Context: an optimization exercise on an open-source flow, tuned for small area. The choices shown serve that exercise and are no tape-out recipe.
In this exercise RTL edits were held to simulation tests only and were not proved equivalent to the original.

==> flow/config.mk <==
export PLATFORM = sky130hd
export DESIGN_NAME = calc_top
export DESIGN_NICKNAME = calc_top
export VERILOG_FILES = /design/flow/design.v
export SDC_FILE = /design/flow/constraint.sdc
export NUM_CORES = 4
export LEC_CHECK = 0
export ABC_AREA = 1
export CAP_MARGIN = 20
export CORE_MARGIN = 2
export CORE_UTILIZATION = 75
export SLEW_MARGIN = 20
==> flow/constraint.sdc <==
create_clock -name core_clock -period 45.0 [get_ports {clk}]
set_input_delay 9.0000 -clock core_clock [delete_from_list [all_inputs] [get_ports {clk}]]
set_output_delay 9.0000 -clock core_clock [all_outputs]
set_load 0.01 [all_outputs]
==> flow/design.v <==
package calc_pkg;
  localparam int DATA_W  = 16;   
  localparam int DIGIT_W = 4;    
  localparam int KEY_W   = 5;    
  typedef logic [DATA_W-1:0] data_t;
  typedef enum logic [1:0] {
    OP_ADD = 2'd0,
    OP_SUB = 2'd1,
    OP_MUL = 2'd2,
    OP_DIV = 2'd3
  } op_t;
  localparam logic [DIGIT_W-1:0] KEY_NEG = 4'd4;   
  localparam logic [DIGIT_W-1:0] KEY_EQ  = 4'd5;   
  localparam logic [DIGIT_W-1:0] KEY_AC  = 4'd6;   
  typedef struct packed {
    logic               is_func;   
    logic [DIGIT_W-1:0] value;     
  } digit_key_t;
  typedef struct packed {
    logic               is_func;   
    logic [DIGIT_W-1:0] code;      
  } func_key_t;
  typedef union packed {
    digit_key_t digit;
    func_key_t  func;
  } key_code_t;
endpackage
`timescale 1ns/1ns
module calc_top (
  input  logic                       clk,
  input  logic                       rst_n,
  input  logic [calc_pkg::KEY_W-1:0] i_key,
  input  logic                       i_key_valid,
  output logic                       o_key_ready,
  input  logic                       i_signed_mode,
  output calc_pkg::data_t            o_disp_data,
  output logic                       o_disp_valid,
  input  logic                       i_disp_ready,
  output logic [3:0]                 o_op_lamps,
  output logic                       o_error
);
  localparam logic [3:0] U_IDLE = 4'd0;    
  localparam logic [3:0] U_SHOW = 4'd1;    
  localparam logic [3:0] U_CLRS = 4'd2;    
  localparam logic [3:0] U_SHL  = 4'd4;    
  localparam logic [3:0] U_CPY  = 4'd5;    
  localparam logic [3:0] U_NEG  = 4'd6;    
  localparam logic [3:0] U_DIV  = 4'd8;    
  localparam logic [3:0] U_DIG  = 4'd9;    
  localparam logic [3:0] U_ADD  = 4'd12;   
  localparam logic [3:0] U_SUB  = 4'd13;
  localparam logic [3:0] U_MUL  = 4'd14;
  localparam logic [3:0] U_DA   = 4'd15;   
  localparam logic [1:0] T_B0    = 2'b00;
  localparam logic [1:0] T_B1    = 2'b01;
  localparam logic [1:0] T_B0M   = 2'b10;
  localparam logic [1:0] T_OTHER = 2'b11;
  localparam logic [1:0] O_A     = 2'b00;
  localparam logic [1:0] O_EQ    = 2'b01;
  localparam logic [1:0] O_ERR   = 2'b10;
  logic [3:0]  u;
  logic [3:0]  cnt;
  logic [1:0]  t;
  logic        neg;     
  logic [1:0]  op;      
  logic        nega;    
  logic [15:0] x;
  logic [15:0] y;
  logic [15:0] z;
  logic        p_y, p_z, p_b, q_g, q_glo, q_inv, q_16, a_cin;
  logic [16:0] p, q, s;
  assign p[15:0] = (p_y ? y : 16'd0) | (p_z ? {z[14:0], 1'b0} : 16'd0) |
                   {15'd0, p_b};
  assign p[16]   = p_z & z[15];
  assign q       = {q_16, ({{12{q_g}}, {4{q_glo}}} & x) ^ {16{q_inv}}};
  logic [17:0] c;
  assign c[0] = a_cin;
  for (genvar i = 0; i < 17; i++)
  begin : g_add
    assign s[i]   = p[i] ^ q[i] ^ c[i];
    assign c[i+1] = (p[i] & q[i]) | (p[i] & c[i]) | (q[i] & c[i]);
  end
  logic cnt0, cnt3, cnt15, sgn, negb, sub;
  assign cnt0  = (cnt == 4'b0000);
  assign cnt3  = cnt[2];             
  assign cnt15 = (cnt == 4'b1000);
  assign sgn   = i_signed_mode;
  assign negb  = sgn && x[15];
  assign sub   = cnt0 || y[0];
  always_comb
  begin
    p_y   = 1'b0;
    p_z   = 1'b0;
    p_b   = 1'b0;
    q_g   = 1'b0;
    q_glo = 1'b0;
    q_inv = 1'b0;
    q_16  = 1'b0;
    a_cin = 1'b0;
    case (u)
      U_IDLE: begin q_g = dig_keep; q_glo = dig_keep; q_inv = neg; a_cin = neg; end
      U_SHOW: begin q_g = 1'b1; q_glo = 1'b1; end
      U_DIG:  begin p_z = 1'b1; q_glo = cnt3; end
      U_SHL:  p_z = 1'b1;
      U_CPY:  p_y = 1'b1;
      U_NEG:  begin q_g = !m_b0x; q_glo = !m_b0x; q_inv = 1'b1; a_cin = 1'b1; end
      U_ADD:  begin p_y = 1'b1; q_g = 1'b1; q_glo = 1'b1; end
      U_SUB:  begin p_y = 1'b1; q_g = 1'b1; q_glo = 1'b1; q_inv = 1'b1; a_cin = 1'b1; end
      U_DA:   begin p_y = 1'b1; q_inv = 1'b1; end
      U_MUL:  begin p_z = !cnt0; q_g = y[15]; q_glo = y[15]; end
      U_DIV:
      begin
        p_z   = !cnt0;
        p_b   = y[15];
        q_g   = 1'b1;
        q_glo = 1'b1;
        q_16  = sub;
        q_inv = sub ^ negb;
        a_cin = sub ^ negb;
      end
      default: ;
    endcase
  end
  logic m_b0x;
  assign m_b0x = (t == T_B0);
  logic dig_keep;
  assign dig_keep = !(m_eq || (t == T_B0));
  logic       kf;
  logic       is_func;
  logic [3:0] code;
  logic       m_err, m_eq, m_b0, m_b1;
  logic       k_dig, k_neg, k_op, k_eq, k_ac;
  assign kf      = (u == U_IDLE) && i_key_valid;
  assign is_func = i_key[4];
  assign code    = i_key[3:0];
  logic m_pend;
  assign m_pend  = (t != T_OTHER);
  assign m_err   = !m_pend && (op == O_ERR);
  assign m_eq    = !m_pend && (op == O_EQ);
  assign m_b0    = (t == T_B0);
  assign m_b1    = (t == T_B1);
  assign k_ac    = kf && is_func && (code == calc_pkg::KEY_AC);
  assign k_dig   = kf && !m_err && !is_func;
  assign k_neg   = kf && !m_err && is_func && (code == calc_pkg::KEY_NEG) && sgn;
  assign k_op    = kf && !m_err && is_func && (code[3:2] == 2'b00);
  assign k_eq    = kf && !m_err && is_func && (code == calc_pkg::KEY_EQ);
  logic [3:0] calc_u;
  assign calc_u = {2'b11, op};
  assign o_key_ready  = (u == U_IDLE);
  assign o_disp_valid = (u == U_SHOW);
  assign o_disp_data  = x;
  assign o_error      = m_err;
  assign o_op_lamps   = m_pend ? (4'b0001 << op) : 4'b0000;
  always_ff @(posedge clk or negedge rst_n)
  begin
    if (!rst_n)
      u <= U_CLRS;
    else
    begin
      case (u)
        U_IDLE:
        begin
          if (k_ac)
            u <= U_CLRS;
          else if (k_dig)
            u <= U_DIG;
          else if (k_neg)
            u <= U_NEG;
          else if (k_op)
            u <= m_b1 ? calc_u : U_SHOW;
          else if (k_eq && m_pend)
            u <= calc_u;
        end
        U_SHOW:
        begin
          if (i_disp_ready)
            u <= (t == T_B0M) ? U_SHL : ((t == T_B0) ? U_CPY : U_IDLE);
        end
        U_CLRS: u <= U_SHOW;
        U_DIG:
        begin
          if (cnt3)
            u <= neg ? U_NEG : U_SHOW;
        end
        U_SHL:
        begin
          if (cnt15)
            u <= nega ? U_DIV : U_IDLE;
        end
        U_CPY:  u <= (t == T_B0) ? U_IDLE : ((nega ^ negb) ? U_NEG : U_SHOW);
        U_NEG:  u <= U_SHOW;
        U_ADD:  u <= U_SHOW;
        U_SUB:  u <= U_SHOW;
        U_MUL:
        begin
          if (cnt15)
            u <= U_SHOW;
        end
        U_DA:
        begin
          if (x == 16'd0)
            u <= U_IDLE;   
          else
            u <= (sgn && y[15]) ? U_SHL : U_DIV;
        end
        U_DIV:
        begin
          if (cnt15)
            u <= U_CPY;
        end
        default: ;
      endcase
    end
  end
  always_ff @(posedge clk)
  begin
    case (u)
      U_IDLE:
      begin
        if (k_dig)
        begin
          if (m_eq)
            op <= O_A;
          else if (m_b0)
            t <= T_B1;
        end
        else if (k_neg)
        begin
          if (!m_eq)
            neg <= !neg;
        end
        else if (k_op)
        begin
          t  <= T_B0M;
          op <= code[1:0];
          if (!m_b0)
            neg <= 1'b0;
        end
        else if (k_eq && m_pend)
        begin
          neg <= 1'b0;
          t   <= T_OTHER;
          op  <= O_EQ;
        end
      end
      U_CLRS:
      begin
        t   <= T_OTHER;
        op  <= O_A;
        neg <= 1'b0;
      end
      U_SHL:
      begin
        if (cnt15 && !nega)
          t <= T_B0;
      end
      U_DA:
      begin
        if (x == 16'd0)
        begin
          t  <= T_OTHER;   
          op <= O_ERR;
        end
      end
      default: ;
    endcase
  end
  always_ff @(posedge clk)
  begin
    if ((u == U_SHL) || (u == U_MUL) || (u == U_DIV) || (u == U_DIG))
      cnt <= {cnt[2:0], cnt[3] ^ cnt[2] ^ (cnt[2:0] == 3'b000)};
    else
      cnt <= 4'd0;
    if (u == U_SHOW)
      nega <= 1'b0;
    if (u == U_DA)
    begin
      nega <= sgn && y[15];
    end
  end
  logic x_s, x_dig;
  assign x_s    = (u == U_CLRS) || (u == U_ADD) || (u == U_SUB) || (u == U_CPY) ||
                  (u == U_NEG) || (u == U_MUL && cnt15) || (u == U_DIG && cnt3);
  assign x_dig  = k_dig;
  always_ff @(posedge clk)
  begin
    z <= s[15:0];
    if (x_s)
      x[15:4] <= s[15:4];
    if (x_s || x_dig)
      x[3:0] <= x_dig ? code : s[3:0];
    if ((u == U_MUL) || (u == U_DIV) || (u == U_SHL))
      y <= {y[14:0], s[16] ^ (nega || (u == U_DIV))};
  end
endmodule
==> flow/flow/run.sh <==
#!/bin/bash
set -euo pipefail
export BUFFER_PORTS_ARGS="-buffer_cell sky130_fd_sc_hd__buf_1"
export CTS_ARGS="-sink_clustering_enable -sink_clustering_size 30 -sink_clustering_max_diameter 100 -repair_clock_nets -dont_use_dummy_load -buf_list sky130_fd_sc_hd__clkbuf_8"
bash standard.sh > standard_flow.log 2>&1
==> flow/standard.sh <==
#!/bin/bash
# synth_recipe.tcl (not shown) runs the flow's synth.tcl, then flattens the netlist and writes it again
# the make line also repeats each setting of config.mk as NAME=value (left out here)
make -C /OpenROAD-flow-scripts/flow DESIGN_CONFIG=/design/flow/config.mk WORK_HOME=/design/flow/orfs CLKGATE_MAP_FILE= SYNTH_SCRIPT=/design/flow/synth_recipe.tcl "${@:-finish}"
==> Implementation_results.wiki, run 1 <==
{| class="wikitable"
! Metric !! Value
|-
| Most used standard cells in the synthesized netlist || 104 x sky130_fd_sc_hd__nand2_1, 51 x sky130_fd_sc_hd__inv_1, 44 x sky130_fd_sc_hd__nor2_1
|-
| Clock insertion delay at the later pin of the skew report || 0.34 ns
|-
| Count of pins over their slew limit || 0
|-
| Relative slew margins || 50.17%
|-
| Hold-fix buffers, CTS || 0
|-
| Layout cell share with drive strength beyond 1 || 5.760%
|-
| Period utilization || 37.60%
|-
| Flop and latch count out of synthesis || 62
|-
| Cell Rows || 24
|-
| Hold Violations, Final || 0
|-
| Vias || 2906
|-
| Total negative slack || 0 ns
|-
| Measured slew at the worst slew-check pin || 0.7474 ns
|-
| Category of cells accounting for the largest share of critical-path delay || adder cells
|-
| TritonCTS clock tree || done
|-
| Resize count post-CTS || 0
|-
| Initial antenna violation count || 0
|-
| Via-per-instance ratio || 5.979
|-
| Multi-input combinational cell area || 0.001609 mm²
|-
| Worst hold-check slack || 0.4389 ns
|-
| Count of nets after finishing || 464
|-
| Vert. Die Dim || 72.29 µm
|-
| Clock slew at the register clock pins of the worst setup and hold paths || 0.05 ns
|-
| Boundary pin count || 33
|-
| Number of synthesized flops with an enable pin || 38
|-
| Arrival time at the worst endpoint || 17.00 ns
|-
| Slowest CP cell || sky130_fd_sc_hd__fa_1
|-
| Clock skew || 0.02081 ns
|-
| Clock period minus worst slack || 16.92 ns
|-
| Synthesized cell area || 0.003497 mm²
|-
| Post-Place Setup Slack || 27.78 ns
|-
| Distinct cells, synth || 35
|-
| Worst path required time || 45.08 ns
|-
| Share of the synthesized area in the top cell type || 32.63%
|-
| Remaining global-route overflow || 0
|-
| Pin count of the biggest net entering global routing || 19
|-
| X dimension of the die || 72.29 µm
|-
| Net count of the mapped netlist || 428
|-
| Placer Congestion || 0.9591
|-
| Vias in the first global route || 2682
|-
| Post-CTS setup buffers || 0
|-
| Core Region || 0.004414 mm²
|-
| Initial cell density of the core || 79.22%
|-
| Type of the worst setup path || in2reg
|-
| Detailed-route wire length per cell || 16.26 µm
|-
| First-iteration detailed-routing DRC count || 345
|-
| Maximum single-stage delay on the critical path || 0.47 ns
|-
| Highest fanout seen on the critical path || 17
|-
| Max Clk Rate || 0.05911 GHz
|-
| Sum of routed wire length over all layers || 7.903 mm
|-
| Number of antenna cells inserted || 0
|-
| Number of filler instances in the final layout || 274
|-
| Growth of design area from synthesis to finish || 7.299%
|-
| Storage cell area || 0.001643 mm²
|-
| Number of sinks handled by clock tree synthesis || 62
|-
| Post-synthesis sequential area ratio || 46.98%
|-
| Post-Synthesis Cells || 400
|-
| Buffer type at the clock tree root || sky130_fd_sc_hd__clkbuf_8
|-
| Maximum clock insertion buffer count || 2
|-
| Number of nets still failing antenna checks after routing || 0
|-
| Setup repair after global routing missed its margin || false
|-
| Inserted Clock Buffers || 9
|-
| Max Cap Viol || 0
|-
| Wire length of the first global-routing pass || 12.61 mm
|-
| Main synth FF type || sky130_fd_sc_hd__edfxtp_1
|-
| Yosys warning total || 1
|-
| Critical path launch point type || input pin
|-
| Die Area || 0.005225 mm²
|-
| Most frequent cell after synthesis || sky130_fd_sc_hd__nand2_1
|-
| Deepest level of the CTS H-tree || 3
|-
| Kind of capture point of the worst setup path || flip-flop
|-
| Crit path setup slack, layout || 28.08 ns
|-
| Number of buffer and inverter instances along the worst setup path || 2
|-
| Total Routing Usage GR || 33.13%
|-
| Hold Path Class || reg2reg
|-
| DRC errors left || 0
|-
| Status || timing/DRC/antenna clean
|-
| Most common cell on crit path || sky130_fd_sc_hd__fa_1
|-
| I/O Buffers || 32
|-
| # setup viols final || 0
|-
| FFs w/ async S/R, synth || 6.452%
|-
| Placed wire-length estimate || 5.983 mm
|-
| Yosys top cell by area || sky130_fd_sc_hd__edfxtp_1
|-
| Post-Synthesis Mean Instance Area || 8.743 µm²
|-
| TritonRoute pass-1 iters || 5
|-
| Cell types with the largest area share after synthesis || sky130_fd_sc_hd__edfxtp_1 33%, sky130_fd_sc_hd__dfxtp_1 11%, sky130_fd_sc_hd__nand2_1 11%, sky130_fd_sc_hd__fa_1 9.2%, sky130_fd_sc_hd__inv_1 5.5%
|}
==> layout make-up <==
class / count / share of cell area (%)
Multi-Input combinational cell: 280 / 42.88
Inverter: 51 / 5.102
Clock buffer: 9 / 3.301
Sequential cell: 62 / 43.78
Tap cell: 52 / 1.734
Timing Repair Buffer: 32 / 3.201
==> worst min-delay path, cell delays in order (launching register included) <==
cell and delay [ns]:
sky130_fd_sc_hd__dfxtp_1 0.30, sky130_fd_sc_hd__inv_1 0.05, sky130_fd_sc_hd__nor2_1 0.04
==> registers in the layout (all words and copies together) (netlist names) <==
signal	count
t	2
y	16
x	16
u	4
op	2
nega	1
cnt	4
z	16
neg	1
==> cells by family after synthesis <==
kind of cell             after synthesis  share of synthesized area (%)
AO/OA/AOI/OAI                         38                          6.190
adder cells (fa/ha/maj)               18                          9.875
XOR/XNOR                              16                          4.007
flip-flops                            62                          46.98
AND/OR/NAND/NOR                      208                          25.94
buffers and inverters                 58                          7.012
==> placed cells by master (no fill, tap or decap) <==
cell	netlist	routed
sky130_fd_sc_hd__a211oi_1	1	1
sky130_fd_sc_hd__a21oi_1	1	1
sky130_fd_sc_hd__a21oi_2	1	1
sky130_fd_sc_hd__buf_1	0	32
sky130_fd_sc_hd__clkbuf_8	0	9
sky130_fd_sc_hd__dfrtp_1	3	3
sky130_fd_sc_hd__dfstp_2	1	1
sky130_fd_sc_hd__dfxtp_1	20	20
sky130_fd_sc_hd__edfxtp_1	38	38
sky130_fd_sc_hd__fa_1	16	16
sky130_fd_sc_hd__ha_1	2	2
sky130_fd_sc_hd__inv_1	51	51
sky130_fd_sc_hd__nand2_1	104	104
sky130_fd_sc_hd__nand2_2	2	2
sky130_fd_sc_hd__nand3_1	35	35
sky130_fd_sc_hd__nand3_2	1	1
sky130_fd_sc_hd__nand4_1	2	2
sky130_fd_sc_hd__nand4_4	1	1
sky130_fd_sc_hd__nor2_1	44	44
sky130_fd_sc_hd__nor2_2	6	6
sky130_fd_sc_hd__nor2_4	2	2
sky130_fd_sc_hd__nor3_1	7	7
sky130_fd_sc_hd__nor4_1	2	2
sky130_fd_sc_hd__o2111ai_1	2	2
sky130_fd_sc_hd__o211ai_1	2	2
sky130_fd_sc_hd__o21ai_0	23	23
sky130_fd_sc_hd__o21ai_1	4	4
sky130_fd_sc_hd__o21bai_1	1	1
sky130_fd_sc_hd__o22ai_1	2	2
sky130_fd_sc_hd__o31ai_1	1	1
sky130_fd_sc_hd__or2_2	2	2
sky130_fd_sc_hd__xnor2_1	13	13
sky130_fd_sc_hd__xor2_1	3	3
==> through the flow <==
stage / std cells / util, % / cell area, µm²
6_report: 486 / 85.01 / 3752
5_1_grt: 486 / 85.01 / 3752
4_1_cts: 486 / 85.01 / 3752
3_5_place_dp: 477 / 82.20 / 3628
3_3_place_gp: 477 / 82.20 / 3628
2_1_floorplan: 400 / - / 3497
==> layer usage <==
layer	global-route usage, %	vias to the layer above	routed length [µm]	share of wire, %
met4	13.63	0	201	2.5
met1	46.21	1338	3212	41
met5	0	-	0	0
met3	6.944	26	800	10
li1	-	1362	-	-
met2	51.27	180	3688	47
==> final timing paths <==
check                              startpoint  cells past startpoint  endpoint  slack [ns]
worst min-delay path                   cnt[1]                      2    cnt[2]        0.44
worst max register to register           u[1]                     25      y[0]       36.00
max in group asynchronous               rst_n                      1      u[1]       36.28
min in group asynchronous               rst_n                      1      u[2]        8.48
worst max-delay path            i_signed_mode                     26      y[0]       28.08
worst min register to register         cnt[1]                      2    cnt[2]        0.44
==> run 2, diff against run 1 <==
--- a/flow/design.v
+++ b/flow/design.v
@@ -98,9 +98,9 @@
     q_16  = 1'b0;
     a_cin = 1'b0;
     case (u)
-      U_IDLE: begin q_g = dig_keep; q_glo = dig_keep; q_inv = neg; a_cin = neg; end
+      U_IDLE: begin q_g = dig_keep; q_glo = dig_keep; end
       U_SHOW: begin q_g = 1'b1; q_glo = 1'b1; end
-      U_DIG:  begin p_z = 1'b1; q_glo = cnt3; end
+      U_DIG:  begin p_z = 1'b1; q_glo = cnt3; q_inv = cnt3 && neg; a_cin = cnt3 && neg; end
       U_SHL:  p_z = 1'b1;
       U_CPY:  p_y = 1'b1;
       U_NEG:  begin q_g = !m_b0x; q_glo = !m_b0x; q_inv = 1'b1; a_cin = 1'b1; end
@@ -180,7 +180,7 @@
         U_DIG:
         begin
           if (cnt3)
-            u <= neg ? U_NEG : U_SHOW;
+            u <= U_SHOW;
         end
         U_SHL:
         begin
@@ -231,10 +231,9 @@
         end
         else if (k_op)
         begin
-          t  <= T_B0M;
+          if (!m_b0)
+            t <= T_B0M;
           op <= code[1:0];
-          if (!m_b0)
-            neg <= 1'b0;
         end
         else if (k_eq && m_pend)
         begin
@@ -252,7 +251,10 @@
       U_SHL:
       begin
         if (cnt15 && !nega)
-          t <= T_B0;
+        begin
+          t   <= T_B0;
+          neg <= 1'b0;
+        end
       end
       U_DA:
       begin
==> flow/flow/run.sh (replaced) <==
#!/bin/bash
# Standard layout (standard.sh) with three changes:
#  - synthesis maps the logic with an area-oriented abc script (flow/abc_area.script);
#    everything else in synthesis, registers included, is the standard flow's,
#  - the smallest buffer (buf_1) on every input and output port,
#  - a clock tree of clkbuf_4 without dummy loads.
set -euo pipefail
rm -rf scripts_abc
cp -r "$FLOW_HOME/scripts" scripts_abc
cp flow/abc_area.script scripts_abc/abc_area.script
export SCRIPTS_DIR="$PWD/scripts_abc"
export BUFFER_PORTS_ARGS="-buffer_cell sky130_fd_sc_hd__buf_1"
export CTS_ARGS="-sink_clustering_enable -repair_clock_nets -dont_use_dummy_load -buf_list sky130_fd_sc_hd__clkbuf_4"
bash standard.sh > standard_flow.log 2>&1
==> flow/flow/abc_area.script (new file) <==
&get -n
&st
&dch -f
&nf -R 1000 -p
&st
&dch -f
&nf -R 1000 -p
&put
topo
stime -c
==> run 2 against run 1 <==
  * Still clean
  * Worst hold slack gained 0.025 ns
  * Cell count shrank 21%
  * Worst setup slack lost 0.12 ns
  * Sequential cell count is the same
  * Register-to-register slack lost 0.46 ns
  * Global-route usage grew 2.1 points
  * Clock-buffer cell count is the same
  * Die area shrank 8.6%
  * Non-clock buffer count grew 4
  * First-iteration DRC count shrank 1.2%
==> Implementation_results.wiki, run 2 <==
{| class="wikitable"
! Metric !! Value
|-
| Status || timing/DRC/antenna clean
|-
| Worst-case register-to-register setup slack || 35.54 ns
|-
| Flop and latch count out of synthesis || 62
|-
| Post-CTS setup buffers || 0
|-
| TritonRoute pass-1 iters || 5
|-
| Count of pins over their slew limit || 0
|-
| Global routing usage on met2 || 54.59%
|-
| Critical path launch point type || input pin
|-
| Post-Synthesis Cells || 288
|-
| Arrival time at the worst endpoint || 17.22 ns
|-
| Worst hold-check slack || 0.4643 ns
|-
| Hold Path Class || reg2reg
|-
| Count of nets after finishing || 363
|-
| Distinct cells, synth || 39
|-
| Hold-critical path endpoint || y[7]
|-
| Final Non-Filler Cells || 383
|-
| # setup viols final || 0
|-
| Depth of the worst hold-timing path || 0
|-
| Cell types with the largest area share after synthesis || sky130_fd_sc_hd__edfxtp_1 36%, sky130_fd_sc_hd__dfxtp_1 13%, sky130_fd_sc_hd__fa_1 10%, sky130_fd_sc_hd__nand2_1 6.3%, sky130_fd_sc_hd__a22o_1 4.7%
|-
| Type of the worst setup path || in2reg
|-
| Initial antenna violation count || 0
|-
| Hold-fix buffers, CTS || 0
|-
| Deepest level of the CTS H-tree || 3
|-
| Top Registers || x (16), y (16), z (16)
|-
| Hold Violations, Final || 0
|-
| Placer Congestion || 0.9324
|-
| Worst path required time || 45.18 ns
|-
| Number of nets still failing antenna checks after routing || 0
|-
| HP Start || y[6]
|-
| Total cell area at the placement stage || 0.003393 mm²
|-
| Die Area || 0.004778 mm²
|-
| Yosys warning total || 1
|-
| Top library cells by usage in the layout, fill and taps aside || 53 x sky130_fd_sc_hd__nand2_1, 38 x sky130_fd_sc_hd__edfxtp_1, 32 x sky130_fd_sc_hd__buf_1, 22 x sky130_fd_sc_hd__nor2_1, 20 x sky130_fd_sc_hd__dfxtp_1
|-
| Relative slew margins || 30.70%
|-
| Vias || 2564
|-
| Clock slew at the register clock pins of the worst setup and hold paths || 0.09 ns
|-
| First-iteration detailed-routing DRC count || 341
|-
| Total negative slack || 0 ns
|-
| Worst reg2reg endpoint || y[0]
|-
| Max Clk Rate || 0.05869 GHz
|-
| Layout cell share with drive strength beyond 1 || 4.204%
|-
| Gr busiest metal || met2
|-
| Boundary pin count || 33
|-
| Placed wire-length estimate || 5.622 mm
|-
| X dimension of the die || 69.12 µm
|-
| Post-synthesis sequential area ratio || 51.65%
|-
| Measured slew at the worst slew-check pin || 1.039 ns
|-
| Synthesized cell area || 0.003181 mm²
|-
| Global routing met1 resource utilization || 44.90%
|-
| Cell Rows || 23
|-
| Total Routing Usage GR || 35.25%
|-
| Buffer type at the clock tree root || sky130_fd_sc_hd__clkbuf_4
|-
| Share of the synthesized area in the top cell type || 35.88%
|-
| Most used standard cells in the synthesized netlist || 53 x sky130_fd_sc_hd__nand2_1, 38 x sky130_fd_sc_hd__edfxtp_1, 22 x sky130_fd_sc_hd__nor2_1
|-
| Max Cap Viol || 0
|-
| Kind of capture point of the worst setup path || flip-flop
|-
| Leading cell type in the layout, fill and taps excluded || sky130_fd_sc_hd__nand2_1
|-
| Resize count post-CTS || 0
|-
| Number of sinks handled by clock tree synthesis || 62
|-
| Detailed-route wire length per cell || 20.74 µm
|-
| Growth of design area from synthesis to finish || 8.812%
|-
| Layout Cell Area excl Fill || 0.003461 mm²
|-
| Setup repair after global routing missed its margin || false
|-
| Remaining global-route overflow || 0
|-
| Number of antenna cells inserted || 0
|-
| Via-per-instance ratio || 6.695
|-
| Clock skew || 0.02649 ns
|-
| Net count of the mapped netlist || 316
|-
| Most frequent cell after synthesis || sky130_fd_sc_hd__nand2_1
|-
| Vias in the first global route || 2495
|-
| Inserted Clock Buffers || 9
|-
| Wire length of the first global-routing pass || 12.59 mm
|-
| Initial cell density of the core || 78.94%
|-
| Yosys top cell by area || sky130_fd_sc_hd__edfxtp_1
|-
| Number of synthesized flops with an enable pin || 38
|-
| Clock insertion delay at the later pin of the skew report || 0.43 ns
|-
| I/O Buffers || 32
|-
| Highest fanout seen on the critical path || 16
|-
| Vert. Die Dim || 69.12 µm
|-
| Number of placed instances with taps included || 374
|-
| Sum of routed wire length over all layers || 7.944 mm
|-
| Maximum clock insertion buffer count || 2
|-
| Main synth FF type || sky130_fd_sc_hd__edfxtp_1
|-
| Core Region || 0.004029 mm²
|-
| Reg2reg start || u[1]
|-
| Post-Synthesis Mean Instance Area || 11.04 µm²
|-
| Period utilization || 37.87%
|-
| Number of cells on the worst reg-to-reg path || 25
|-
| DRC errors left || 0
|-
| Met3 demand-to-capacity share in global routing || 11.99%
|-
| TritonCTS clock tree || done
|-
| Pin count of the biggest net entering global routing || 19
|-
| Clock period minus worst slack || 17.04 ns
|-
| FFs w/ async S/R, synth || 6.452%
|}
-- run 2: critical path, cell delays in order --
cell                      delay (ns)
sky130_fd_sc_hd__buf_1          0.17
sky130_fd_sc_hd__nand2_1        0.13
sky130_fd_sc_hd__xnor2_1        0.14
sky130_fd_sc_hd__o21ai_0        0.36
sky130_fd_sc_hd__nor2_1         0.07
sky130_fd_sc_hd__buf_4          0.23
sky130_fd_sc_hd__xor2_1         0.21
sky130_fd_sc_hd__fa_1           0.44
sky130_fd_sc_hd__fa_1           0.47
sky130_fd_sc_hd__fa_1           0.46
sky130_fd_sc_hd__fa_1           0.42
sky130_fd_sc_hd__fa_1           0.43
sky130_fd_sc_hd__fa_1           0.43
sky130_fd_sc_hd__fa_1           0.40
sky130_fd_sc_hd__fa_1           0.42
sky130_fd_sc_hd__fa_1           0.39
sky130_fd_sc_hd__fa_1           0.40
sky130_fd_sc_hd__fa_1           0.40
sky130_fd_sc_hd__fa_1           0.39
sky130_fd_sc_hd__fa_1           0.39
sky130_fd_sc_hd__fa_1           0.40
sky130_fd_sc_hd__fa_1           0.40
sky130_fd_sc_hd__fa_1           0.39
sky130_fd_sc_hd__xnor2_1        0.20
sky130_fd_sc_hd__xnor2_1        0.08
-- run 2: layout make-up --
type,instances,area (µm²)
repair buffers,36,150.1
well taps,50,62.56
multi-input cells,218,1508
inverters,8,30.03
fillers,207,568.0
flip-flops and latches,62,1643
clock buffers,9,67.56
-- run 2: per-layer routing --
metal  routed length, µm  vias to the layer above
met5                   0                        -
met4                 332                        0
met3                 804                       39
met2                3899                      206
met1                2907                     1179
li1                    -                     1140
-- run 2: cell families (layout without fill, tap and decap cells) --
kind of cell             count (synthesis)  after routing  synth area share (%)
AND/OR/NAND/NOR                        125            125                 18.37
flip-flops                              62             62                 51.65
AO/OA/AOI/OAI                           51             51                 11.37
XOR/XNOR                                21             21                 5.783
adder cells (fa/ha/maj)                 18             18                 10.86
buffers and inverters                    8             53                0.9442
multiplexers                             3              3                 1.023
-- run 2: how the worst max path moves through the flow --
stage / start / endpoint / slack, ns
after floorplan: i_signed_mode / y[0] / 27.69
after global placement: i_signed_mode / y[0] / 27.88
after detailed placement: i_signed_mode / y[0] / 27.68
after CTS: i_signed_mode / y[0] / 28.03
after global routing: i_signed_mode / y[0] / 27.68
final: i_signed_mode / y[0] / 27.96
-- run 2: metrics by stage --
step           util [%]  worst slack, ns
5_1_grt           85.90            27.68
2_1_floorplan         -            27.69
3_3_place_gp      84.22            27.88
6_report          85.90            27.96
4_1_cts           85.90            28.03
3_5_place_dp      84.22            27.68
==> run 3, diff against run 2 <==
==> flow/flow/abc_area.script (replaced) <==
&get -n
&st
&dc2
&dch -f
&nf -R 1000 -p
&st
&dc2
&dch -f
&nf -R 1000 -p
&put
topo
stime -c
--- a/flow/config.mk
+++ b/flow/config.mk
@@ -9,4 +9,5 @@
 export CAP_MARGIN = 20
 export CORE_MARGIN = 2
 export CORE_UTILIZATION = 75
+export GPL_TIMING_DRIVEN = 0
 export SLEW_MARGIN = 20
==> run 3 against run 2 <==
  * Critical path depth up 1
  * Clock skew increased by 0.011 ns
  * Maximum frequency down 0.58%
  * Largest cell class unchanged
  * Global-route usage is 0.36 points higher
  * Non-clock buffer count shrank 3
  * Via count fell by 0.59%
  * Worst setup slack worse by 0.10 ns
  * Routed wire length shrank 5.5%
  * Clock-buffer cell count stayed put
==> Implementation_results.wiki, run 3 <==
{| class="wikitable"
! Metric !! Value
|-
| Status || timing/DRC/antenna clean
|-
| Buffer type at the clock tree root || sky130_fd_sc_hd__clkbuf_4
|-
| Number of nets still failing antenna checks after routing || 0
|-
| Distinct cells, synth || 32
|-
| Net count of the mapped netlist || 319
|-
| Inserted Clock Buffers || 9
|-
| Vias in the first global route || 2368
|-
| Via-per-instance ratio || 6.655
|-
| Multiplexer fraction of the synthesized cell area || 1.029%
|-
| Initial antenna violation count || 0
|-
| Maximum clock insertion buffer count || 2
|-
| Clock period minus worst slack || 17.14 ns
|-
| Top library cells by usage in the layout, fill and taps aside || 54 x sky130_fd_sc_hd__nand2_1, 38 x sky130_fd_sc_hd__edfxtp_1, 32 x sky130_fd_sc_hd__buf_1, 30 x sky130_fd_sc_hd__nor2_1, 20 x sky130_fd_sc_hd__dfxtp_1
|-
| Vert. Die Dim || 68.93 µm
|-
| Layout cell share with drive strength beyond 1 || 3.904%
|-
| Kind of capture point of the worst setup path || flip-flop
|-
| Resize count post-CTS || 0
|-
| Setup repair after global routing missed its margin || false
|-
| Arrival time at the worst endpoint || 17.31 ns
|-
| Main synth FF type || sky130_fd_sc_hd__edfxtp_1
|-
| Number of antenna cells inserted || 0
|-
| Hold-fix buffers, CTS || 0
|-
| DRC errors left || 0
|-
| First-iteration detailed-routing DRC count || 417
|-
| # setup viols final || 0
|-
| Type of the worst setup path || in2reg
|-
| Yosys warning total || 1
|-
| Highest fanout seen on the critical path || 11
|-
| Synthesized cell area || 0.003162 mm²
|-
| I/O Buffers || 32
|-
| Share of the synthesized area in the top cell type || 36.09%
|-
| Boundary pin count || 33
|-
| TritonRoute pass-1 iters || 8
|-
| Post-synthesis sequential area ratio || 51.96%
|-
| Growth of design area from synthesis to finish || 8.667%
|-
| Die Area || 0.004751 mm²
|-
| Cell types with the largest area share after synthesis || sky130_fd_sc_hd__edfxtp_1 36%, sky130_fd_sc_hd__dfxtp_1 13%, sky130_fd_sc_hd__fa_1 10%, sky130_fd_sc_hd__nand2_1 6.4%, sky130_fd_sc_hd__xor2_1 5.0%
|-
| Yosys top cell by area || sky130_fd_sc_hd__edfxtp_1
|-
| Combinational family with the most area after synthesis || simple AND/OR/NAND/NOR gates
|-
| Clock skew || 0.03748 ns
|-
| Sum of routed wire length over all layers || 7.510 mm
|-
| Max Clk Rate || 0.05834 GHz
|-
| Placed wire-length estimate || 5.616 mm
|-
| Hold Violations, Final || 0
|-
| Cell Rows || 23
|-
| Measured slew at the worst slew-check pin || 0.9774 ns
|-
| Basic-gate share of the synthesized area counting and, or, nand and nor cells || 17.77%
|-
| Post-Synthesis Mean Instance Area || 10.87 µm²
|-
| Count of pins over their slew limit || 0
|-
| Top Registers || x (16), y (16), z (16)
|-
| Deepest level of the CTS H-tree || 3
|-
| Placer Congestion || 0.9562
|-
| Post-CTS setup buffers || 0
|-
| Total Routing Usage GR || 35.61%
|-
| Remaining global-route overflow || 0
|-
| Number of synthesized flops with an enable pin || 38
|-
| Total negative slack || 0 ns
|-
| Leading cell type in the layout, fill and taps excluded || sky130_fd_sc_hd__nand2_1
|-
| Detailed-route wire length per cell || 19.61 µm
|-
| Most used standard cells in the synthesized netlist || 54 x sky130_fd_sc_hd__nand2_1, 38 x sky130_fd_sc_hd__edfxtp_1, 31 x sky130_fd_sc_hd__nor2_1
|-
| Critical path launch point type || input pin
|-
| Core Region || 0.004029 mm²
|-
| Hold Path Class || reg2reg
|-
| Vias || 2549
|-
| TritonCTS clock tree || done
|-
| Adder and majority gate portion of the synthesized area || 10.92%
|-
| Layout Cell Area excl Fill || 0.003436 mm²
|-
| Total cell area at the placement stage || 0.003368 mm²
|-
| Max Cap Viol || 0
|-
| Flop and latch count out of synthesis || 62
|-
| Number of sinks handled by clock tree synthesis || 62
|-
| Most frequent cell after synthesis || sky130_fd_sc_hd__nand2_1
|-
| Worst path required time || 45.17 ns
|-
| Clock insertion delay at the later pin of the skew report || 0.43 ns
|-
| Fraction of the mapped netlist area in compound gates || 11.44%
|-
| Initial cell density of the core || 78.48%
|-
| Count of nets after finishing || 363
|-
| X dimension of the die || 68.93 µm
|-
| Pin count of the biggest net entering global routing || 19
|-
| Post-synthesis share of cell area spent on xor and xnor gates || 5.817%
|-
| Relative slew margins || 34.40%
|-
| Post-Synthesis Cells || 291
|-
| Period utilization || 38.09%
|-
| Wire length of the first global-routing pass || 11.52 mm
|-
| Clock slew at the register clock pins of the worst setup and hold paths || 0.09 ns
|-
| FFs w/ async S/R, synth || 6.452%
|}
[run 3: cell types whose count changed after synthesis, sizes merged, moves of 2 or more]
| cell | delta |
|---|---|
| and2 | -4 |
| a21oi | -3 |
| o22ai | +2 |
| nor3 | -4 |
| xnor2 | -2 |
| nor4b | -2 |
| a31oi | +2 |
| nand3b | -3 |
| xor2 | +2 |
| nand2b | +6 |
| o21ai | +2 |
| nor2 | +9 |
| or2 | -2 |
| a2111oi | +2 |
[run 3: kinds of logic after synthesis]
logic type,count (synthesis)
DFF,62
adders and majority gates,18
muxes,3
xor gates and xnor gates,21
and+or+nand+nor,126
buffers and inverters,9
AOI/OAI and AO/OA,52
[run 3: worst paths after layout]
check / cells past startpoint / startpoint / endpoint / slack (ns)
setup / recovery: 26 / i_signed_mode / y[0] / 27.86
hold / removal: 0 / y[5] / y[6] / 0.46
setup reg to reg: 26 / u[0] / y[0] / 35.50
hold reg to reg: 0 / y[5] / y[6] / 0.46
max in group asynchronous: 1 / rst_n / u[1] / 36.36
min in group asynchronous: 1 / rst_n / u[0] / 8.40
[run 3: critical path: stages]
cell and delay (ns):
sky130_fd_sc_hd__buf_1 0.18, sky130_fd_sc_hd__nand2_1 0.13, sky130_fd_sc_hd__xor2_1 0.18, sky130_fd_sc_hd__nand2_1 0.08
sky130_fd_sc_hd__nand3_1 0.13, sky130_fd_sc_hd__nor2_2 0.40, sky130_fd_sc_hd__buf_8 0.22, sky130_fd_sc_hd__xor2_1 0.10
sky130_fd_sc_hd__fa_1 0.44, sky130_fd_sc_hd__fa_1 0.48, sky130_fd_sc_hd__fa_1 0.45, sky130_fd_sc_hd__fa_1 0.40
sky130_fd_sc_hd__fa_1 0.42, sky130_fd_sc_hd__fa_1 0.39, sky130_fd_sc_hd__fa_1 0.38, sky130_fd_sc_hd__fa_1 0.39
sky130_fd_sc_hd__fa_1 0.39, sky130_fd_sc_hd__fa_1 0.38, sky130_fd_sc_hd__fa_1 0.40, sky130_fd_sc_hd__fa_1 0.40
sky130_fd_sc_hd__fa_1 0.41, sky130_fd_sc_hd__fa_1 0.41, sky130_fd_sc_hd__fa_1 0.42, sky130_fd_sc_hd__fa_1 0.39
sky130_fd_sc_hd__xnor2_1 0.23, sky130_fd_sc_hd__xnor2_1 0.09
[run 3: routing by layer]
metal | wire length, µm | up-vias | part of all wire [%] | track usage, %
met4 | 243 | 0 | 3.2 | 13.24
met5 | 0 | - | 0 | 0
met1 | 2858 | 1196 | 38 | 45.10
met2 | 3662 | 187 | 49 | 57.81
met3 | 744 | 38 | 9.9 | 11.04
li1 | - | 1128 | - | -
[run 3: stage by stage]
step | instances | utilization [%] | hold slack (ns) | setup slack [ns]
after floorplan | 291 | - | 0.4268 | 27.64
after global placement | 373 | 83.01 | 0.4305 | 26.81
after detailed placement | 374 | 83.60 | 0.4427 | 27.45
after CTS | 383 | 85.28 | 0.4562 | 27.87
after global routing | 383 | 85.28 | 0.4670 | 27.58
final | 383 | 85.28 | 0.4626 | 27.86
[run 3: area by class of cell]
type / count / area, µm²
tap: 50 / 62.56
inverter: 9 / 33.78
timing repair buffer: 33 / 135.1
sequential: 62 / 1643
clock buffer: 9 / 67.56
multi-input combinational: 220 / 1494
fill: 227 / 593.1
==> run 4, diff against run 3 <==
--- a/flow/config.mk
+++ b/flow/config.mk
@@ -9,5 +9,4 @@
 export CAP_MARGIN = 20
 export CORE_MARGIN = 2
 export CORE_UTILIZATION = 75
-export GPL_TIMING_DRIVEN = 0
 export SLEW_MARGIN = 20
==> run 4 against run 3 <==
  * Die area unchanged
  * Utilization about the same
  * Critical path depth unchanged
  * Routed wire length up 6.1%
  * Critical path type unchanged
  * Highest routed layer unchanged
==> Implementation_results.wiki, run 4 <==
{| class="wikitable"
! Metric !! Value
|-
| Vert. Die Dim || 68.93 µm
|-
| Storage cell area || 0.001643 mm²
|-
| Relative slew margins || 35.32%
|-
| Detailed-route wire length per cell || 20.69 µm
|-
| Hold-fix buffers, CTS || 0
|-
| Slowest CP cell || sky130_fd_sc_hd__fa_1
|-
| Maximum single-stage delay on the critical path || 0.50 ns
|-
| Growth of design area from synthesis to finish || 8.627%
|-
| Initial antenna violation count || 0
|-
| Multi-input combinational cell area || 0.001485 mm²
|-
| I/O Buffers || 32
|-
| Count of nets after finishing || 365
|-
| Max Cap Viol || 0
|-
| FFs w/ async S/R, synth || 6.452%
|-
| Cell types with the largest area share after synthesis || sky130_fd_sc_hd__edfxtp_1 36%, sky130_fd_sc_hd__dfxtp_1 13%, sky130_fd_sc_hd__fa_1 10%, sky130_fd_sc_hd__nand2_1 6.4%, sky130_fd_sc_hd__xor2_1 5.0%
|-
| TritonCTS clock tree || done
|-
| Top Registers || x (16), y (16), z (16)
|-
| Wire length of the first global-routing pass || 12.64 mm
|-
| Total Routing Usage GR || 38.61%
|-
| Status || timing/DRC/antenna clean
|-
| Clock slew at the register clock pins of the worst setup and hold paths || 0.10 ns
|-
| Layout cell share with drive strength beyond 1 || 3.881%
|-
| Die Area || 0.004751 mm²
|-
| Arrival time at the worst endpoint || 17.08 ns
|-
| Placer Congestion || 0.9577
|-
| Distinct cells, synth || 32
|-
| # setup viols final || 0
|-
| Cell Rows || 23
|-
| Worst hold-check slack || 0.4691 ns
|-
| Vias in the first global route || 2548
|-
| TritonRoute pass-1 iters || 5
|-
| Sum of routed wire length over all layers || 7.967 mm
|-
| Top library cells by usage in the layout, fill and taps aside || 54 x sky130_fd_sc_hd__nand2_1, 38 x sky130_fd_sc_hd__edfxtp_1, 32 x sky130_fd_sc_hd__buf_1, 31 x sky130_fd_sc_hd__nor2_1, 20 x sky130_fd_sc_hd__dfxtp_1
|-
| Total negative slack || 0 ns
|-
| Clock insertion delay at the later pin of the skew report || 0.41 ns
|-
| Most common cell on crit path || sky130_fd_sc_hd__fa_1
|-
| End-of-flow core utilization || 85.25%
|-
| Most used standard cells in the synthesized netlist || 54 x sky130_fd_sc_hd__nand2_1, 38 x sky130_fd_sc_hd__edfxtp_1, 31 x sky130_fd_sc_hd__nor2_1
|-
| Pin count of the biggest net entering global routing || 19
|-
| X dimension of the die || 68.93 µm
|-
| DRC errors left || 0
|-
| Post-Synthesis Cells || 291
|-
| Synthesized cell area || 0.003162 mm²
|-
| Main synth FF type || sky130_fd_sc_hd__edfxtp_1
|-
| Initial cell density of the core || 78.48%
|-
| Net count of the mapped netlist || 319
|-
| Post-synthesis sequential area ratio || 51.96%
|-
| Highest fanout seen on the critical path || 16
|-
| Type of the worst setup path || in2reg
|-
| Vias || 2653
|-
| Critical path launch point type || input pin
|-
| Measured slew at the worst slew-check pin || 0.9628 ns
|-
| Number of nets still failing antenna checks after routing || 0
|-
| Most frequent cell after synthesis || sky130_fd_sc_hd__nand2_1
|-
| Clock period minus worst slack || 16.92 ns
|-
| Clock skew || 0.02363 ns
|-
| Flop and latch count out of synthesis || 62
|-
| Post-Synthesis Mean Instance Area || 10.87 µm²
|-
| Yosys warning total || 1
|-
| Yosys top cell by area || sky130_fd_sc_hd__edfxtp_1
|-
| Resize count post-CTS || 0
|-
| Setup repair after global routing missed its margin || false
|-
| Inserted Clock Buffers || 9
|-
| Share of the synthesized area in the top cell type || 36.09%
|-
| Core Region || 0.004029 mm²
|-
| Boundary pin count || 33
|-
| Leading cell type in the layout, fill and taps excluded || sky130_fd_sc_hd__nand2_1
|-
| Hold Path Class || reg2reg
|-
| Maximum clock insertion buffer count || 2
|-
| Deepest level of the CTS H-tree || 3
|-
| Hold Violations, Final || 0
|-
| First-iteration detailed-routing DRC count || 386
|-
| Number of sinks handled by clock tree synthesis || 62
|-
| Max Clk Rate || 0.05910 GHz
|-
| Count of pins over their slew limit || 0
|-
| Kind of capture point of the worst setup path || flip-flop
|-
| Post-CTS setup buffers || 0
|-
| Period utilization || 37.60%
|-
| Number of filler instances in the final layout || 226
|-
| Remaining global-route overflow || 0
|-
| Number of antenna cells inserted || 0
|-
| Buffer type at the clock tree root || sky130_fd_sc_hd__clkbuf_4
|-
| Placed wire-length estimate || 5.609 mm
|-
| Via-per-instance ratio || 6.891
|-
| Number of synthesized flops with an enable pin || 38
|-
| Worst path required time || 45.16 ns
|}
## run 4: routing by layer
| layer | global-route usage [%] | routed length (µm) | part of all wire (%) |
|---|---|---|---|
| met1 | 47.69 | 2843 | 36 |
| met2 | 58.05 | 3711 | 47 |
| met3 | 15.42 | 1053 | 13 |
| met5 | 0 | 0 | 0 |
| met4 | 21.32 | 359 | 4.5 |
## run 4: cell families (layout without fill, tap and decap cells)
kind of cell | after synthesis | in the layout | share of synthesized area (%)
multiplexers | 3 | 3 | 1.029
AO/OA/AOI/OAI | 52 | 52 | 11.44
adder cells (fa/ha/maj) | 18 | 18 | 10.92
AND/OR/NAND/NOR | 126 | 126 | 17.77
flip-flops | 62 | 62 | 51.96
XOR/XNOR | 21 | 21 | 5.817
buffers and inverters | 9 | 53 | 1.068
## run 4: final cells by class
type	instances	share of cell area, %
clock buffer	9	1.967
inverter	9	0.9836
multi-input combinational	220	43.24
sequential	62	47.83
tap	50	1.821
timing repair buffer	35	4.153
## run 4: stage by stage
step	cells	worst slack, ns	instance area [µm²]
6_report	385	28.08	3435
5_1_grt	385	27.83	3435
4_1_cts	385	28.11	3435
3_5_place_dp	376	27.75	3367
3_3_place_gp	376	28.02	3367
2_1_floorplan	291	27.64	3162
## run 4: worst paths after layout
path	slack, ns	endpoint	cells past startpoint	start
min reg2reg	0.47	y[8]	0	y[7]
min	0.47	y[8]	0	y[7]
max in group asynchronous	36.35	u[1]	1	rst_n
max	28.08	y[0]	26	i_signed_mode
max reg2reg	35.79	y[0]	24	u[3]
min in group asynchronous	8.41	u[0]	1	rst_n
## run 4: worst max-delay path: cells and delay by family
| kind | cells | cell delay (ns) |
|---|---|---|
| XOR/XNOR | 4 | 0.60 |
| buffers and inverters | 2 | 0.42 |
| adder cells (fa/ha/maj) | 16 | 6.57 |
| AND/OR/NAND/NOR | 4 | 0.45 |
==> run 5, diff against run 4 <==
--- a/flow/config.mk
+++ b/flow/config.mk
@@ -6,7 +6,7 @@
 export NUM_CORES = 4
 export LEC_CHECK = 0
 export ABC_AREA = 1
-export CAP_MARGIN = 20
+export CAP_MARGIN = 0
 export CORE_MARGIN = 2
 export CORE_UTILIZATION = 75
-export SLEW_MARGIN = 20
+export SLEW_MARGIN = 0
==> run 5 against run 4 <==
  * Still clean on timing, DRC and antenna
  * First-iteration DRC count unchanged
  * Cell count unchanged
  * Routed wire length unchanged
  * Maximum frequency unchanged
  * Die area unchanged
  * Clock skew unchanged
  * Worst hold slack unchanged
  * Sequential share of layout area unchanged
  * Highest routed layer unchanged
==> Implementation_results.wiki, run 5 <==
{| class="wikitable"
! Metric !! Value
|-
| Post-Synthesis Mean Instance Area || 10.87 µm²
|-
| Max Cap Viol || 0
|-
| Growth of design area from synthesis to finish || 8.627%
|-
| Vias || 2653
|-
| Highest fanout seen on the critical path || 16
|-
| First-iteration detailed-routing DRC count || 386
|-
| TritonRoute pass-1 iters || 5
|-
| Count of nets after finishing || 365
|-
| # setup viols final || 0
|-
| Via-per-instance ratio || 6.891
|-
| Hold Path Class || reg2reg
|-
| Setup repair after global routing missed its margin || false
|-
| Top Registers || x (16), y (16), z (16)
|-
| Measured slew at the worst slew-check pin || 0.9628 ns
|-
| Post-synthesis sequential area ratio || 51.96%
|-
| Leading cell type in the layout, fill and taps excluded || sky130_fd_sc_hd__nand2_1
|-
| Placer Congestion || 0.9577
|-
| Most used standard cells in the synthesized netlist || 54 x sky130_fd_sc_hd__nand2_1, 38 x sky130_fd_sc_hd__edfxtp_1, 31 x sky130_fd_sc_hd__nor2_1
|-
| Clock skew || 0.02363 ns
|-
| Synthesized cell area || 0.003162 mm²
|-
| Vias in the first global route || 2548
|-
| Distinct cells, synth || 32
|-
| Arrival time at the worst endpoint || 17.08 ns
|-
| Number of sinks handled by clock tree synthesis || 62
|-
| Pin count of the biggest net entering global routing || 19
|-
| Net count of the mapped netlist || 319
|-
| Core Region || 0.004029 mm²
|-
| Worst hold-check slack || 0.4691 ns
|-
| TritonCTS clock tree || done
|-
| Worst path required time || 45.16 ns
|-
| Hold-fix buffers, CTS || 0
|-
| X dimension of the die || 68.93 µm
|-
| Flop and latch count out of synthesis || 62
|-
| Category of cells accounting for the largest share of critical-path delay || adder cells
|-
| Resize count post-CTS || 0
|-
| Combinational family with the most area after synthesis || simple AND/OR/NAND/NOR gates
|-
| I/O Buffers || 32
|-
| Max Clk Rate || 0.05910 GHz
|-
| Most frequent cell after synthesis || sky130_fd_sc_hd__nand2_1
|-
| End-of-flow core utilization || 85.25%
|-
| Count of pins over their slew limit || 0
|-
| Detailed-route wire length per cell || 20.69 µm
|-
| Total cell area at the placement stage || 0.003367 mm²
|-
| Storage cell area || 0.001643 mm²
|-
| Layout cell share with drive strength beyond 1 || 3.881%
|-
| Initial cell density of the core || 78.48%
|-
| Hold Violations, Final || 0
|-
| Total Routing Usage GR || 38.61%
|-
| Initial antenna violation count || 0
|-
| Total negative slack || 0 ns
|-
| Clock insertion delay at the later pin of the skew report || 0.41 ns
|-
| Number of filler instances in the final layout || 226
|-
| Wire length of the first global-routing pass || 12.64 mm
|-
| Status || timing/DRC/antenna clean
|-
| Placed wire-length estimate || 5.609 mm
|-
| Multiplexer fraction of the synthesized cell area || 1.029%
|-
| Yosys top cell by area || sky130_fd_sc_hd__edfxtp_1
|-
| Inserted Clock Buffers || 9
|-
| Cell Rows || 23
|-
| Vert. Die Dim || 68.93 µm
|-
| Crit path setup slack, layout || 28.08 ns
|-
| Number of synthesized flops with an enable pin || 38
|-
| Critical path launch point type || input pin
|-
| Maximum single-stage delay on the critical path || 0.50 ns
|-
| Fraction of the mapped netlist area in compound gates || 11.44%
|-
| Boundary pin count || 33
|-
| Period utilization || 37.60%
|-
| Post-Synthesis Cells || 291
|-
| Sum of routed wire length over all layers || 7.967 mm
|-
| FFs w/ async S/R, synth || 6.452%
|-
| Top library cells by usage in the layout, fill and taps aside || 54 x sky130_fd_sc_hd__nand2_1, 38 x sky130_fd_sc_hd__edfxtp_1, 32 x sky130_fd_sc_hd__buf_1, 31 x sky130_fd_sc_hd__nor2_1, 20 x sky130_fd_sc_hd__dfxtp_1
|-
| Number of buffer and inverter instances along the worst setup path || 2
|-
| Final Non-Filler Cells || 385
|-
| Buffer type at the clock tree root || sky130_fd_sc_hd__clkbuf_4
|-
| Basic-gate share of the synthesized area counting and, or, nand and nor cells || 17.77%
|-
| Post-Place Setup Slack || 27.75 ns
|-
| Kind of capture point of the worst setup path || flip-flop
|-
| Relative slew margins || 35.32%
|-
| Most common cell on crit path || sky130_fd_sc_hd__fa_1
|-
| Die Area || 0.004751 mm²
|-
| Slowest CP cell || sky130_fd_sc_hd__fa_1
|-
| Number of antenna cells inserted || 0
|-
| Number of nets still failing antenna checks after routing || 0
|-
| Share of the synthesized area in the top cell type || 36.09%
|-
| Type of the worst setup path || in2reg
|-
| Post-synthesis share of cell area spent on xor and xnor gates || 5.817%
|-
| Layout Cell Area excl Fill || 0.003435 mm²
|-
| Clock slew at the register clock pins of the worst setup and hold paths || 0.10 ns
|-
| Adder and majority gate portion of the synthesized area || 10.92%
|-
| DRC errors left || 0
|-
| Number of placed instances with taps included || 376
|-
| Yosys warning total || 1
|-
| Main synth FF type || sky130_fd_sc_hd__edfxtp_1
|-
| Clock period minus worst slack || 16.92 ns
|-
| Maximum clock insertion buffer count || 2
|-
| Cell types with the largest area share after synthesis || sky130_fd_sc_hd__edfxtp_1 36%, sky130_fd_sc_hd__dfxtp_1 13%, sky130_fd_sc_hd__fa_1 10%, sky130_fd_sc_hd__nand2_1 6.4%, sky130_fd_sc_hd__xor2_1 5.0%
|-
| Multi-input combinational cell area || 0.001485 mm²
|-
| Deepest level of the CTS H-tree || 3
|-
| Post-CTS setup buffers || 0
|-
| Remaining global-route overflow || 0
|}
==> run 5: cell counts after synthesis <==
No cell type changed its count.
==> run 5: layer usage <==
layer | wire, µm | up-vias | part of all wire (%) | track usage [%]
met4 | 359 | 0 | 4.5 | 21.32
met5 | 0 | - | 0 | 0
li1 | - | 1133 | - | -
met3 | 1053 | 59 | 13 | 15.42
met2 | 3711 | 246 | 47 | 58.05
met1 | 2843 | 1215 | 36 | 47.69
==> run 5: logic make-up after synthesis <==
group | count (synthesis)
xor+xnor | 21
flops | 62
fa+ha+maj | 18
compound gates | 52
simple gates | 126
buf+inv | 9
mux | 3
==> run 5: path summary, 6_finish.rpt <==
kind | startpoint | end | slack [ns] | cells past startpoint
hold reg to reg | y[7] | y[8] | 0.47 | 0
setup reg to reg | u[3] | y[0] | 35.79 | 24
hold / removal | y[7] | y[8] | 0.47 | 0
max in group asynchronous | rst_n | u[1] | 36.35 | 1
min in group asynchronous | rst_n | u[0] | 8.41 | 1
setup / recovery | i_signed_mode | y[0] | 28.08 | 26
==> run 5: layout make-up <==
type	instances	share of cell area, %
timing repair buffer	35	4.153
multi-input combinational	220	43.24
sequential	62	47.83
inverter	9	0.9836
tap	50	1.821
clock buffer	9	1.967
==> run 6, diff against run 5 <==
--- a/flow/design.v
+++ b/flow/design.v
@@ -72,7 +72,14 @@
   assign p[15:0] = (p_y ? y : 16'd0) | (p_z ? {z[14:0], 1'b0} : 16'd0) |
                    {15'd0, p_b};
   assign p[16]   = p_z & z[15];
-  assign q       = {q_16, ({{12{q_g}}, {4{q_glo}}} & x) ^ {16{q_inv}}};
+  logic q_hi1, q_lo1;
+  assign q_hi1 = q_g ^ q_inv;
+  assign q_lo1 = q_glo ^ q_inv;
+  assign q[16] = q_16;
+  for (genvar i = 0; i < 16; i++)
+  begin : g_q
+    assign q[i] = x[i] ? ((i < 4) ? q_lo1 : q_hi1) : q_inv;
+  end
   logic [17:0] c;
   assign c[0] = a_cin;
   for (genvar i = 0; i < 17; i++)
--- a/flow/config.mk
+++ b/flow/config.mk
@@ -6,7 +6,7 @@
 export NUM_CORES = 4
 export LEC_CHECK = 0
 export ABC_AREA = 1
-export CAP_MARGIN = 0
+export CAP_MARGIN = 20
 export CORE_MARGIN = 2
-export CORE_UTILIZATION = 75
-export SLEW_MARGIN = 0
+export CORE_UTILIZATION = 85
+export SLEW_MARGIN = 20
==> run 6 against run 5 <==
  * Worst hold slack lost 0.0092 ns
  * Routed wire length grew 14%
  * Still clean
  * Cell count shrank 2.3%
  * Sequential cell count unchanged
  * Synthesized cell count fell by 2.1%
==> Implementation_results.wiki, run 6 <==
{| class="wikitable"
! Metric !! Value
|-
| Synthesized cell area || 0.003119 mm²
|-
| Most frequent cell after synthesis || sky130_fd_sc_hd__nor2_1
|-
| Share of the synthesized area in the top cell type || 36.58%
|-
| Inserted Clock Buffers || 9
|-
| Top library cells by usage in the layout, fill and taps aside || 41 x sky130_fd_sc_hd__nor2_1, 38 x sky130_fd_sc_hd__edfxtp_1, 33 x sky130_fd_sc_hd__nand2_1, 32 x sky130_fd_sc_hd__buf_1
|-
| Vert. Die Dim || 64.58 µm
|-
| # setup viols final || 0
|-
| FFs w/ async S/R, synth || 6.452%
|-
| Period utilization || 39.70%
|-
| Placer Congestion || 0.9340
|-
| Total Routing Usage GR || 48.07%
|-
| Flop and latch count out of synthesis || 62
|-
| Hold Violations, Final || 0
|-
| Depth of the worst hold-timing path || 0
|-
| Clock insertion delay at the later pin of the skew report || 0.43 ns
|-
| TritonCTS clock tree || done
|-
| HP Start || y[2]
|-
| Die Area || 0.004171 mm²
|-
| Hold-critical path endpoint || y[3]
|-
| Distinct cells, synth || 41
|-
| Count of pins over their slew limit || 0
|-
| Setup repair after global routing missed its margin || false
|-
| Post-Synthesis Mean Instance Area || 10.94 µm²
|-
| Maximum clock insertion buffer count || 2
|-
| DRC errors left || 0
|-
| Placed wire-length estimate || 6.164 mm
|-
| Net count of the mapped netlist || 313
|-
| Relative slew margins || 29.76%
|-
| Layout Cell Area excl Fill || 0.003382 mm²
|-
| Post-Synthesis Cells || 285
|-
| Status || timing/DRC/antenna clean
|-
| Deepest level of the CTS H-tree || 3
|-
| Number of sinks handled by clock tree synthesis || 62
|-
| Via-per-instance ratio || 7.803
|-
| Type of the worst setup path || in2reg
|-
| Critical path launch point type || input pin
|-
| Number of antenna cells inserted || 0
|-
| Storage cell area || 0.001643 mm²
|-
| Arrival time at the worst endpoint || 18.03 ns
|-
| Number of cells on the worst reg-to-reg path || 26
|-
| Worst-case register-to-register setup slack || 34.91 ns
|-
| Max Clk Rate || 0.05597 GHz
|-
| Clock slew at the register clock pins of the worst setup and hold paths || 0.08 ns
|-
| Yosys top cell by area || sky130_fd_sc_hd__edfxtp_1
|-
| Resize count post-CTS || 0
|-
| Clock period minus worst slack || 17.87 ns
|-
| Initial cell density of the core || 86.50%
|-
| Boundary pin count || 33
|-
| Core Region || 0.003606 mm²
|-
| Detailed-route wire length per cell || 24.10 µm
|-
| Number of nets still failing antenna checks after routing || 0
|-
| Count of nets after finishing || 358
|-
| TritonRoute pass-1 iters || 8
|-
| First-iteration detailed-routing DRC count || 694
|-
| Hold Path Class || reg2reg
|-
| Layout cell share with drive strength beyond 1 || 3.659%
|-
| Vias in the first global route || 2689
|-
| Growth of design area from synthesis to finish || 8.423%
|-
| Vias || 2934
|-
| Total cell area at the placement stage || 0.003314 mm²
|-
| Worst reg2reg endpoint || y[0]
|-
| Most used standard cells in the synthesized netlist || 41 x sky130_fd_sc_hd__nor2_1, 38 x sky130_fd_sc_hd__edfxtp_1, 33 x sky130_fd_sc_hd__nand2_1
|-
| Yosys warning total || 1
|-
| Worst path required time || 45.16 ns
|-
| Max Cap Viol || 0
|-
| Main synth FF type || sky130_fd_sc_hd__edfxtp_1
|-
| Number of filler instances in the final layout || 105
|-
| Hold-fix buffers, CTS || 0
|-
| X dimension of the die || 64.58 µm
|-
| Cell Rows || 22
|-
| Reg2reg start || u[1]
|-
| Buffer type at the clock tree root || sky130_fd_sc_hd__clkbuf_4
|-
| Cell types with the largest area share after synthesis || sky130_fd_sc_hd__edfxtp_1 37%, sky130_fd_sc_hd__dfxtp_1 13%, sky130_fd_sc_hd__fa_1 10%, sky130_fd_sc_hd__a22o_1 5.1%, sky130_fd_sc_hd__nor2_1 4.9%
|-
| Remaining global-route overflow || 0
|-
| Leading cell type in the layout, fill and taps excluded || sky130_fd_sc_hd__nor2_1
|-
| Clock skew || 0.04590 ns
|-
| Measured slew at the worst slew-check pin || 1.046 ns
|-
| Top Registers || x (16), y (16), z (16)
|-
| Sum of routed wire length over all layers || 9.061 mm
|-
| Number of synthesized flops with an enable pin || 38
|-
| Multi-input combinational cell area || 0.001450 mm²
|-
| Worst hold-check slack || 0.4599 ns
|-
| Initial antenna violation count || 0
|-
| Highest fanout seen on the critical path || 18
|-
| Pin count of the biggest net entering global routing || 19
|-
| Wire length of the first global-routing pass || 14.00 mm
|-
| Kind of capture point of the worst setup path || flip-flop
|-
| Total negative slack || 0 ns
|-
| Post-CTS setup buffers || 0
|-
| Post-synthesis sequential area ratio || 52.67%
|-
| I/O Buffers || 32
|}
-- run 6: changes by cell type in the layout (fill, tap and decap cells not counted), sizes merged, moves of 5 or more --
cell / delta
nor2: +10
a21oi: +13
nand2: -21
nor3: +7
xor2: -15
a31oi: -5
-- run 6: metal layers --
layer,global-route usage (%),vias to the layer above,wire (µm)
li1,-,1155,-
met1,62.78,1296,2922
met2,70.57,380,4015
met3,18.58,103,1432
met4,25.27,0,690
met5,0,-,0
-- run 6: worst max-delay path by stage --
stage,start,end,slack [ns],cells after the start
after detailed placement,i_signed_mode,y[0],27.00,25
final,i_signed_mode,y[0],27.13,25
after floorplan,i_signed_mode,y[0],27.94,24
after global placement,i_signed_mode,y[0],27.51,25
after global routing,i_signed_mode,y[0],26.85,25
after CTS,i_signed_mode,y[0],27.35,25
-- run 6: layout make-up --
| cell class | count | share of cell area [%] |
|---|---|---|
| multi-input combinational | 216 | 42.88 |
| timing repair buffer | 34 | 3.996 |
| tap | 48 | 1.776 |
| sequential | 62 | 48.58 |
| inverter | 7 | 0.7769 |
| clock buffer | 9 | 1.998 |
-- run 6: worst max-delay path, cell delays in order --
cell,delay [ns]
sky130_fd_sc_hd__buf_1,0.19
sky130_fd_sc_hd__nand2_1,0.17
sky130_fd_sc_hd__xor2_1,0.22
sky130_fd_sc_hd__nand2_1,0.14
sky130_fd_sc_hd__nand4_1,0.63
sky130_fd_sc_hd__xor2_1,0.66
sky130_fd_sc_hd__a21oi_1,0.18
sky130_fd_sc_hd__fa_1,0.45
sky130_fd_sc_hd__fa_1,0.48
sky130_fd_sc_hd__fa_1,0.44
sky130_fd_sc_hd__fa_1,0.39
sky130_fd_sc_hd__fa_1,0.41
sky130_fd_sc_hd__fa_1,0.39
sky130_fd_sc_hd__fa_1,0.39
sky130_fd_sc_hd__fa_1,0.40
sky130_fd_sc_hd__fa_1,0.42
sky130_fd_sc_hd__fa_1,0.40
sky130_fd_sc_hd__fa_1,0.39
sky130_fd_sc_hd__fa_1,0.40
sky130_fd_sc_hd__fa_1,0.40
sky130_fd_sc_hd__fa_1,0.41
sky130_fd_sc_hd__fa_1,0.40
sky130_fd_sc_hd__fa_1,0.39
sky130_fd_sc_hd__xnor2_1,0.19
sky130_fd_sc_hd__xnor2_1,0.08
-- run 6: logic make-up (layout without fill, tap and decap cells) --
kind of cell / after synthesis / in the layout / share of synthesized area [%]
flip-flops: 62 / 62 / 52.67
adder cells (fa/ha/maj): 18 / 18 / 11.07
buffers and inverters: 7 / 50 / 0.8425
XOR/XNOR: 7 / 7 / 1.966
AO/OA/AOI/OAI: 65 / 65 / 14.40
multiplexers: 2 / 2 / 0.6819
AND/OR/NAND/NOR: 124 / 124 / 18.37
-- run 6: stage by stage --
| stage | utilization, % | cells | worst slack, ns |
|---|---|---|---|
| 6_report | 93.79 | 376 | 27.13 |
| 5_1_grt | 93.79 | 376 | 26.85 |
| 4_1_cts | 93.79 | 376 | 27.35 |
| 3_5_place_dp | 91.92 | 367 | 27.00 |
| 3_3_place_gp | 91.92 | 367 | 27.51 |
| 2_1_floorplan | - | 285 | 27.94 |

-- static timing again, ports no longer ideal --
No port has a modelled driver above. Below, the same layouts with a new extraction and two added sets of constraints.
Step 1 sets driving cells, clkbuf_16 on the clock port and buf_2 on the other inputs (assumed; they add their load-dependent delay and slew).
Step 2 adds t to the input delays and takes it off the output delays; t is the mean of the earliest and latest rising clock arrival at the registers after step 1. Input paths then give back, and output paths get back, about the clock's delay inside the block.
a / b / c = no drivers / after step 1 / after step 2; a / b = the first two.
run | shift t [ns] | setup slack, ns | worst register clock-pin slew, ns | worst slew at a driven data input, ns
run 1 | 0.362 | 28.082 / 28.086 / 27.724 | 0.06 / 0.06 | 0.03
run 2 | 0.444 | 27.960 / 27.965 / 27.521 | 0.11 / 0.11 | 0.03
run 3 | 0.445 | 27.860 / 27.869 / 27.425 | 0.11 / 0.11 | 0.04
run 4 | 0.428 | 28.078 / 28.084 / 27.656 | 0.10 / 0.10 | 0.03
run 5 | 0.428 | 28.078 / 28.084 / 27.656 | 0.10 / 0.10 | 0.03
run 6 | 0.432 | 27.134 / 27.139 / 26.707 | 0.11 / 0.11 | 0.03
After both steps setup and hold are still met in every run listed. For run 2, which loses most, drivers alone change the setup slack by +0.005 ns; drivers and shift together by -0.439 ns.
